This is an optimization exercise on Yosys and OpenROAD, whose aim is small area, a short achievable clock period and few clock cycles per item, not a production implementation.
Where RTL was checked, it was by simulation tests only, not by an equivalence proof against the original.
Power figures rest on the tool's default switching activity, not on a simulated workload.

==> job 3571 <==
Design segment_tree_slot_allocator_unit, start of the top module:
module segment_tree_slot_allocator_unit #(
	parameter int unsigned SLOTS = stsa_pkg::SLOTS_DEFAULT
) (
	input  logic                     clk,
	input  logic                     arst_n,
	input  logic                     cfg_we,
	input  logic                     cfg_index,
	input  logic [stsa_pkg::CFG_DATA_W-1:0]    cfg_data,
	input  logic                     req_valid,
	output logic                     req_ready,
	input  logic                     req_opcode,
	input  logic [stsa_pkg::ADDR_W-1:0]        req_freed_address,
	output logic                     rsp_valid,
	input  logic                     rsp_ready,
	output logic [1:0]               rsp_status,
	output logic [stsa_pkg::ADDR_W-1:0]        rsp_block_address,
	output logic [stsa_pkg::SLOT_INDEX_W-1:0]  rsp_slot_index
);
clock: 12.0 ns
lec_check: 0
cap_margin: 20
core_margin: 2
core_utilization: 45
slew_margin: 20
synth_memory_max_bits: 8192
run.sh (not shown) runs the stock make flow with config.mk's settings and CLKGATE_MAP_FILE= SYNTH_SCRIPT=/design/flow/synth_recipe.tcl, a recipe that flattens the netlist after the stock synthesis.
==> job 9099: changes against job 3571 <==
--- a/flow/design.v
+++ b/flow/design.v
@@ -214,17 +214,22 @@
 		for (int k = 0; k < GS; k++) map_col[k] = (map_slot[3:0] == k[3:0]);
 	end
 	logic [NG-1:0] gsel;
 	logic [GS-1:0] grp;
 	logic [GS-1:0] lfirst;      
 	logic          free_bit;
 	assign gsel = mp_op_q ? map_row : gfirst;
+	for (genvar k = 0; k < GS; k++) begin : g_col
+		logic [NG-1:0] colbits;
+		for (genvar j = 0; j < NG; j++) begin : g_b
+			assign colbits[j] = used_q[j*GS+k];
+		end
+		stsa_sel16 u_sel (.sel(gsel), .d(colbits), .y(grp[k]));
+	end
 	always_comb begin
-		grp = '0;
-		for (int j = 0; j < NG; j++) grp = grp | ({GS{gsel[j]}} & used_q[j*GS +: GS]);
 		for (int k = 0; k < GS; k++) begin
 			logic below;
 			below = 1'b1;
 			for (int i = 0; i < k; i++) below = below & grp[i];
 			lfirst[k] = below & ~grp[k];
 		end
 	end
@@ -248,17 +253,19 @@
 	always_comb begin
 		for (int j = 0; j < NG; j++)
 			row[j] = ~started_q | (do_alloc & gfirst[j]) | (do_free & map_row[j]);
 		for (int k = 0; k < GS; k++) begin
 			col_set[k] = started_q & ~mp_op_q & lfirst[k];
 			col_clr[k] = ~started_q | (mp_op_q & map_col[k]);
 		end
-		for (int j = 0; j < NG; j++)
-			for (int k = 0; k < GS; k++)
-				used_d[j*GS+k] = ~((row[j] & col_clr[k]) | ~((row[j] & col_set[k]) | used_q[j*GS+k]));
+	end
+	for (genvar j = 0; j < NG; j++) begin : g_row
+		for (genvar k = 0; k < GS; k++) begin : g_bit
+			stsa_bit u_bit (.q(used_q[j*GS+k]), .row(row[j]), .set(col_set[k]), .clr(col_clr[k]), .d(used_d[j*GS+k]));
+		end
 	end
 	always_ff @(posedge clk) begin
 		used_q <= used_d;
 	end
 	localparam int unsigned RW = 11;    
 	logic [1:0]    res_status;
 	logic [7:0]    res_slot;
@@ -272,52 +279,103 @@
 			res_status = map_outside ? stsa_pkg::STATUS_OUTSIDE
 			           : free_bit    ? stsa_pkg::STATUS_OK : stsa_pkg::STATUS_NOT_ALLOC;
 			res_slot   = map_outside ? 8'd0 : map_slot;
 			res_blk    = 1'b0;
 		end
 	end
 	logic [RW-1:0] q_mem [4];
-	logic [1:0]    q_wp, q_rp;
+	logic [3:0]    q_wp, q_rp;
 	logic [2:0]    q_cnt;
 	logic          q_pop;
 	logic [RW-1:0] q_head;
-	assign q_head = q_mem[q_rp];
-	assign q_pop  = (q_cnt != 3'd0) & (~rsp_valid | rsp_ready);
+	always_comb begin
+		q_head = '0;
+		for (int e = 0; e < 4; e++) q_head = q_head | ({RW{q_rp[e]}} & q_mem[e]);
+	end
+	assign q_pop = (q_cnt != 3'd0) & (~rsp_valid | rsp_ready);
 	always_ff @(posedge clk) begin
-		if (mp_v_q) q_mem[q_wp] <= {res_blk, res_status, res_slot};
+		for (int e = 0; e < 4; e++)
+			if (mp_v_q && q_wp[e]) q_mem[e] <= {res_blk, res_status, res_slot};
 	end
 	always_ff @(posedge clk or negedge arst_n) begin
 		if (!arst_n) begin
-			q_wp  <= '0;
-			q_rp  <= '0;
+			q_wp  <= 4'b0001;
+			q_rp  <= 4'b0001;
 			q_cnt <= '0;
 		end else begin
-			if (mp_v_q) q_wp <= q_wp + 2'd1;
-			if (q_pop)  q_rp <= q_rp + 2'd1;
+			if (mp_v_q) q_wp <= {q_wp[2:0], q_wp[3]};
+			if (q_pop)  q_rp <= {q_rp[2:0], q_rp[3]};
 			q_cnt <= q_cnt + {2'b0, mp_v_q} - {2'b0, q_pop};
 		end
 	end
 	logic          out_v_q;
 	logic [1:0]    out_status_q;
 	logic [7:0]    out_slot_q;
 	logic [AW-1:0] out_block_q;
-	logic [AW-1:0] blk_off;
-	assign blk_off = {24'd0, q_head[7:0]} << size_log2_q;
+	logic [AW-1:0] size_dec;     
+	logic [AW-1:0] mid;          
+	logic [AW-1:0] high;         
+	logic [AW-1:0] carry_run;    
+	logic [7:0]    base_win_q;
+	logic [8:0]    win_sum;
+	logic [AW-1:0] placed;
+	logic [AW-1:0] block_d;
+	always_comb begin
+		logic          run;
+		for (int b = 0; b < AW; b++) size_dec[b] = (size_log2_q == SW'(b));
+		for (int b = 0; b < AW; b++) begin
+			mid[b] = 1'b0;
+			for (int i = 0; i < 8; i++)
+				if (b >= i) mid[b] = mid[b] | size_dec[b - i];
+			high[b] = (b >= 8) ? (size_log2_q <= SW'(b - 8)) : 1'b0;
+		end
+		run = 1'b1;
+		for (int b = 0; b < AW; b++) begin
+			carry_run[b] = high[b] & run;
+			run = run & (base_q[b] | ~high[b]);
+		end
+		win_sum  = {1'b0, base_win_q} + {1'b0, q_head[7:0]};
+		for (int b = 0; b < AW; b++) begin
+			placed[b] = 1'b0;
+			for (int i = 0; i < 8; i++)
+				if (b >= i) placed[b] = placed[b] | (win_sum[i] & size_dec[b - i]);
+			block_d[b] = placed[b] | (~mid[b] & (base_q[b] ^ (win_sum[8] & carry_run[b])));
+		end
+	end
+	always_ff @(posedge clk) begin
+		base_win_q <= 8'(base_q >> size_log2_q);
+	end
 	always_ff @(posedge clk or negedge arst_n) begin
 		if (!arst_n)    out_v_q <= 1'b0;
 		else if (q_pop) out_v_q <= 1'b1;
 		else if (rsp_ready) out_v_q <= 1'b0;
 	end
 	always_ff @(posedge clk) begin
 		if (q_pop) begin
 			out_status_q <= q_head[9:8];
 			out_slot_q   <= q_head[7:0];
-			out_block_q  <= q_head[10] ? stsa_pkg::add32(base_q, blk_off) : '0;
+			out_block_q  <= q_head[10] ? block_d : '0;
 		end
 	end
 	assign req_ready         = ready_q;
 	assign rsp_valid         = out_v_q;
 	assign rsp_status        = out_status_q;
 	assign rsp_block_address = out_block_q;
 	assign rsp_slot_index    = out_slot_q;
 endmodule
+module stsa_bit (
+	input  logic q,
+	input  logic row,
+	input  logic set,
+	input  logic clr,
+	output logic d
+);
+	assign d = ~((row & clr) | ~((row & set) | q));
+endmodule
+module stsa_sel16 (
+	input  logic [15:0] sel,
+	input  logic [15:0] d,
+	output logic        y
+);
+	assign y = |(sel & d);
+endmodule
 `default_nettype wire
==> flow/flow/run.sh (new file) <==
#!/bin/bash
# Layout flow: the standard flow (standard synthesis, floorplan, placement, CTS,
# routing) run through standard.sh, with two changes to how the layout is made:
#  - the timing repair aims for the setup margin in flow/margin.txt, so the critical
#    paths are sized and buffered to finish well inside the 12 ns clock period;
#  - the port buffers are plain buffers (flow/port_buffer.txt) instead of delay cells.
# The constraints (constraint.sdc, clock period, I/O delays) are unchanged.
# make's full output goes to flow_make.log; each ORFS step logs under orfs/logs/.
set -euo pipefail
MARGIN=$(cat flow/margin.txt)
PORTBUF=$(cat flow/port_buffer.txt)
bash standard.sh SETUP_SLACK_MARGIN="$MARGIN" BUFFER_PORTS_ARGS="-buffer_cell $PORTBUF" finish > flow_make.log 2>&1
==> flow/flow/margin.txt (new file) <==
7.6
==> flow/flow/port_buffer.txt (new file) <==
sky130_fd_sc_hd__buf_2
==> flow/standard.sh (new file) <==
#!/bin/bash
# synth_recipe.tcl (not shown) runs the flow's synth.tcl, then flattens the netlist and writes it again
# the make line also repeats each setting of config.mk as NAME=value (left out here)
make -C /OpenROAD-flow-scripts/flow DESIGN_CONFIG=/design/flow/config.mk WORK_HOME=/design/flow/orfs CLKGATE_MAP_FILE= SYNTH_SCRIPT=/design/flow/synth_recipe.tcl "${@:-finish}"
Settings changed: CORE_UTILIZATION 45 to 35, SYNTH_HIERARCHICAL set to 1.
removed: flow/run.sh
==> job 5658: changes against job 3571 <==
==> flow/design.v (replaced) <==
`default_nettype none
package stsa_pkg;
	localparam int unsigned SLOTS_DEFAULT = 256;
	localparam int unsigned ADDR_W        = 32;
	localparam int unsigned SLOT_INDEX_W  = 8;
	localparam int unsigned CFG_DATA_W    = 32;
	localparam int unsigned SIZE_LOG2_W   = 5;
	localparam logic [SIZE_LOG2_W-1:0] SLOT_SIZE_LOG2_RESET = 5'd3;
	typedef enum logic [0:0] {
		REG_BASE_ADDRESS   = 1'b0,
		REG_SLOT_SIZE_LOG2 = 1'b1
	} cfg_reg_t;
	typedef enum logic [0:0] {
		OP_ALLOC = 1'b0,
		OP_FREE  = 1'b1
	} opcode_t;
	typedef enum logic [1:0] {
		STATUS_OK        = 2'd0,
		STATUS_FULL      = 2'd1,
		STATUS_OUTSIDE   = 2'd2,
		STATUS_NOT_ALLOC = 2'd3
	} status_t;
	typedef enum logic [2:0] {
		ST_CLEAR,
		ST_IDLE,
		ST_ROOT,
		ST_DESCEND,
		ST_MAP,
		ST_LEAF,
		ST_ASCEND,
		ST_EMIT
	} state_t;
endpackage
`default_nettype wire
`default_nettype none
module stsa_ram #(
	parameter int unsigned WIDTH = 8,
	parameter int unsigned DEPTH = 256
) (
	input  logic                     clk,
	input  logic                     wr_en,
	input  logic [$clog2(DEPTH)-1:0] wr_addr,
	input  logic [WIDTH-1:0]         wr_data,
	input  logic                     rd_en,
	input  logic [$clog2(DEPTH)-1:0] rd_addr,
	output logic [WIDTH-1:0]         rd_data
);
	logic [WIDTH-1:0] mem [DEPTH];
	always_ff @(posedge clk) begin
		if (wr_en) begin
			mem[wr_addr] <= wr_data;
		end
		if (rd_en) begin
			rd_data <= mem[rd_addr];
		end
	end
endmodule
`default_nettype wire
`default_nettype none
module segment_tree_slot_allocator_unit #(
	parameter int unsigned SLOTS = stsa_pkg::SLOTS_DEFAULT
) (
	input  logic                     clk,
	input  logic                     arst_n,
	input  logic                     cfg_we,
	input  logic                     cfg_index,
	input  logic [stsa_pkg::CFG_DATA_W-1:0]    cfg_data,
	input  logic                     req_valid,
	output logic                     req_ready,
	input  logic                     req_opcode,
	input  logic [stsa_pkg::ADDR_W-1:0]        req_freed_address,
	output logic                     rsp_valid,
	input  logic                     rsp_ready,
	output logic [1:0]               rsp_status,
	output logic [stsa_pkg::ADDR_W-1:0]        rsp_block_address,
	output logic [stsa_pkg::SLOT_INDEX_W-1:0]  rsp_slot_index
);
	localparam int unsigned AW = stsa_pkg::ADDR_W;
	localparam int unsigned NG = 16;    
	localparam int unsigned GS = 16;    
	logic [AW-1:0]                    base_q;
	logic [stsa_pkg::SIZE_LOG2_W-1:0] size_log2_q;
	always_ff @(posedge clk or negedge arst_n) begin
		if (!arst_n) begin
			base_q      <= '0;
			size_log2_q <= stsa_pkg::SLOT_SIZE_LOG2_RESET;
		end else if (cfg_we) begin
			if (cfg_index == stsa_pkg::REG_BASE_ADDRESS) base_q <= cfg_data[AW-1:0];
			else size_log2_q <= cfg_data[stsa_pkg::SIZE_LOG2_W-1:0];
		end
	end
	logic       started_q;
	logic       ready_q;
	logic [2:0] inflight_q;
	logic       acc;
	logic       xfer;
	logic [2:0] inflight_d;
	assign acc  = req_valid & ready_q;
	assign xfer = rsp_valid & rsp_ready;
	assign inflight_d = inflight_q + {2'b0, acc} - {2'b0, xfer};
	always_ff @(posedge clk or negedge arst_n) begin
		if (!arst_n) begin
			started_q  <= 1'b0;
			ready_q    <= 1'b0;
			inflight_q <= '0;
		end else begin
			started_q  <= 1'b1;
			ready_q    <= (inflight_d <= 3'd3);
			inflight_q <= inflight_d;
		end
	end
	logic          in_v_q;
	logic          in_op_q;
	logic [AW-1:0] in_addr_q;
	always_ff @(posedge clk or negedge arst_n) begin
		if (!arst_n) in_v_q <= 1'b0;
		else         in_v_q <= acc;
	end
	always_ff @(posedge clk) begin
		in_op_q   <= req_opcode;
		in_addr_q <= req_freed_address;
	end
	logic [NG*GS-1:0] used_q;
	logic [NG-1:0]    gfull;
	logic [NG-1:0]    gfirst;    
	logic             all_full;
	always_comb begin
		for (int j = 0; j < NG; j++) gfull[j] = &used_q[j*GS +: GS];
		for (int j = 0; j < NG; j++) begin
			logic below;
			below = 1'b1;
			for (int i = 0; i < j; i++) below = below & gfull[i];
			gfirst[j] = below & ~gfull[j];
		end
	end
	assign all_full = &gfull;
	logic [AW-1:0] map_off;
	logic [AW-1:0] map_slot;
	logic          map_outside;
	logic [NG-1:0] map_row;
	logic [GS-1:0] map_col;
	assign map_off     = in_addr_q - base_q;
	assign map_slot    = map_off >> size_log2_q;
	assign map_outside = |map_slot[AW-1:8];
	always_comb begin
		for (int j = 0; j < NG; j++) map_row[j] = (map_slot[7:4] == j[3:0]);
		for (int k = 0; k < GS; k++) map_col[k] = (map_slot[3:0] == k[3:0]);
	end
	logic [NG-1:0] gsel;
	logic [GS-1:0] grp;
	logic [GS-1:0] lfirst;      
	logic          free_bit;
	assign gsel = in_op_q ? map_row : gfirst;
	always_comb begin
		grp = '0;
		for (int j = 0; j < NG; j++) grp = grp | ({GS{gsel[j]}} & used_q[j*GS +: GS]);
		for (int k = 0; k < GS; k++) begin
			logic below;
			below = 1'b1;
			for (int i = 0; i < k; i++) below = below & grp[i];
			lfirst[k] = below & ~grp[k];
		end
	end
	assign free_bit = |(grp & map_col);
	logic [3:0] alloc_hi;
	logic [3:0] alloc_lo;
	always_comb begin
		alloc_hi = '0;
		alloc_lo = '0;
		for (int j = 0; j < NG; j++) if (gfirst[j]) alloc_hi = alloc_hi | j[3:0];
		for (int k = 0; k < GS; k++) if (lfirst[k]) alloc_lo = alloc_lo | k[3:0];
	end
	logic          do_alloc;
	logic          do_free;
	logic [NG-1:0] row;
	logic [GS-1:0] col;
	logic [NG*GS-1:0] used_d;
	assign do_alloc = in_v_q & ~in_op_q & ~all_full;
	assign do_free  = in_v_q &  in_op_q & ~map_outside;
	always_comb begin
		for (int j = 0; j < NG; j++) row[j] = (do_alloc & gfirst[j]) | (do_free & map_row[j]);
		col = in_op_q ? map_col : lfirst;
		for (int j = 0; j < NG; j++)
			for (int k = 0; k < GS; k++)
				used_d[j*GS+k] = started_q & ((row[j] & col[k]) ? ~in_op_q : used_q[j*GS+k]);
	end
	always_ff @(posedge clk) begin
		used_q <= used_d;
	end
	localparam int unsigned RW = 11;    
	logic [1:0]    res_status;
	logic [7:0]    res_slot;
	logic          res_blk;
	always_comb begin
		if (!in_op_q) begin
			res_status = all_full ? stsa_pkg::STATUS_FULL : stsa_pkg::STATUS_OK;
			res_slot   = all_full ? 8'd0 : {alloc_hi, alloc_lo};
			res_blk    = ~all_full;
		end else begin
			res_status = map_outside ? stsa_pkg::STATUS_OUTSIDE
			           : free_bit    ? stsa_pkg::STATUS_OK : stsa_pkg::STATUS_NOT_ALLOC;
			res_slot   = map_outside ? 8'd0 : map_slot[7:0];
			res_blk    = 1'b0;
		end
	end
	logic [RW-1:0] q_mem [3];
	logic [1:0]    q_wp, q_rp;
	logic [1:0]    q_cnt;
	logic          q_pop;
	logic [RW-1:0] q_head;
	assign q_head = q_mem[q_rp];
	assign q_pop  = (q_cnt != 2'd0) & (~rsp_valid | rsp_ready);
	always_ff @(posedge clk) begin
		if (in_v_q) q_mem[q_wp] <= {res_blk, res_status, res_slot};
	end
	always_ff @(posedge clk or negedge arst_n) begin
		if (!arst_n) begin
			q_wp  <= '0;
			q_rp  <= '0;
			q_cnt <= '0;
		end else begin
			if (in_v_q) q_wp <= (q_wp == 2'd2) ? 2'd0 : q_wp + 2'd1;
			if (q_pop)  q_rp <= (q_rp == 2'd2) ? 2'd0 : q_rp + 2'd1;
			q_cnt <= q_cnt + {1'b0, in_v_q} - {1'b0, q_pop};
		end
	end
	logic          out_v_q;
	logic [1:0]    out_status_q;
	logic [7:0]    out_slot_q;
	logic [AW-1:0] out_block_q;
	always_ff @(posedge clk or negedge arst_n) begin
		if (!arst_n)    out_v_q <= 1'b0;
		else if (q_pop) out_v_q <= 1'b1;
		else if (rsp_ready) out_v_q <= 1'b0;
	end
	always_ff @(posedge clk) begin
		if (q_pop) begin
			out_status_q <= q_head[9:8];
			out_slot_q   <= q_head[7:0];
			out_block_q  <= q_head[10] ? base_q + ({24'd0, q_head[7:0]} << size_log2_q) : '0;
		end
	end
	assign req_ready         = ready_q;
	assign rsp_valid         = out_v_q;
	assign rsp_status        = out_status_q;
	assign rsp_block_address = out_block_q;
	assign rsp_slot_index    = out_slot_q;
endmodule
`default_nettype wire
==> summary of the runs <==
Job 5658 produced a clean layout. Job 3571 produced a clean layout. Job 9099 produced a clean layout. The highest clock skew belongs to job 5658, the lowest to job 9099. Of job 5658 and job 9099, job 9099 has the higher die area (gap about 13%, measured against job 9099). Between job 9099 and job 5658, the lower non-clock buffer count is in job 5658 (gap 68). Worst hold slack, lowest first: job 3571, job 9099, job 5658. The highest cell count belongs to job 5658, the lowest to job 3571. Synthesized cell count: job 5658 > job 3571 > job 9099. Worst setup slack: job 9099 > job 3571 > job 5658. Count of clock-buffer cells in the layout, highest first: job 9099, job 5658, job 3571. Total power: job 9099 is smaller than job 3571 (about 6.5%).
==> figures <==
item	job 3571	job 9099	job 5658
Result of the run	timing/DRC/antenna clean	timing/DRC/antenna clean	timing/DRC/antenna clean
EDFF count, synth	123	123	75
Clock network power share	34.1%	37.5%	28.7%
First-pass GRT wire length	178 mm	146 mm	204 mm
Area of all placed cells without fillers	28900 um2	29800 um2	31000 um2
Worst vdd ir	0.158 mV	0.0902 mV	0.123 mV
Max Fanout on Critical Path	34	16	31
Hold Crit Endpoint	mp_op_q$_DFF_P_	mp_op_q$_DFF_P_	inflight_q[0]$_DFF_PN0_
Depth of the most critical reg-to-reg path	12	18	21
Standard-cell row count	86	96	90
Seq area share	34.8%	34.9%	30.0%
Worst setup path start	used_q[68]$_DFF_P_	used_q[19]$_DFF_P_	base_q[0]$_DFFE_PN0P_
Share of total power consumed by net switching	33.8%	32.2%	42.1%
Mux cell area share after synthesis	3.29%	3.74%	5.50%
Clk cell area share	5.89%	5.98%	5.57%
Seq pwr	1.85 mW	1.77 mW	1.67 mW
Share of flip-flops with an asynchronous set or reset after synthesis	3.43%	4.23%	12.1%
Final core utilization	52.6%	43.4%	51.7%
Number of well-tap cells placed	748	931	782
Testbench counts of job 5658, summed over its fixed seeds: cycles 12,040, items 12,000.
Only the layout flow was run in job 3571 and job 9099; the RTL was not checked for function there.

afterwards: timing with drivers on the ports:
The flow's constraints put no driver on any port. The routed layouts listed below were extracted and timed again, unchanged, in two steps.
Step 1: set_driving_cell puts a clkbuf_16 on clk and a buf_2 on each other input, an assumption about the parent block.
Step 2 times the ports against the registers' clock, not the clock port: input delays grow and output delays shrink by t, the midpoint of the rising clock arrivals with the driver on.
Slacks: ideal ports / drivers / drivers and shift; pairs: ideal ports / drivers.
run	shift t [ns]	slack for setup (ns)	hold slack, ns	worst slew at a driven data input, ns	pins driven straight from the clock port
job 3571	0.677	5.247 / 5.247 / 5.247	0.329 / 0.329 / 0.329	0.06	1
job 9099	0.674	7.360 / 7.360 / 7.360	0.330 / 0.330 / 0.330	0.05	1
job 5658	0.680	2.930 / 2.930 / 2.930	0.485 / 0.485 / 0.485	0.05	1
After both steps setup and hold are still met in every run listed.
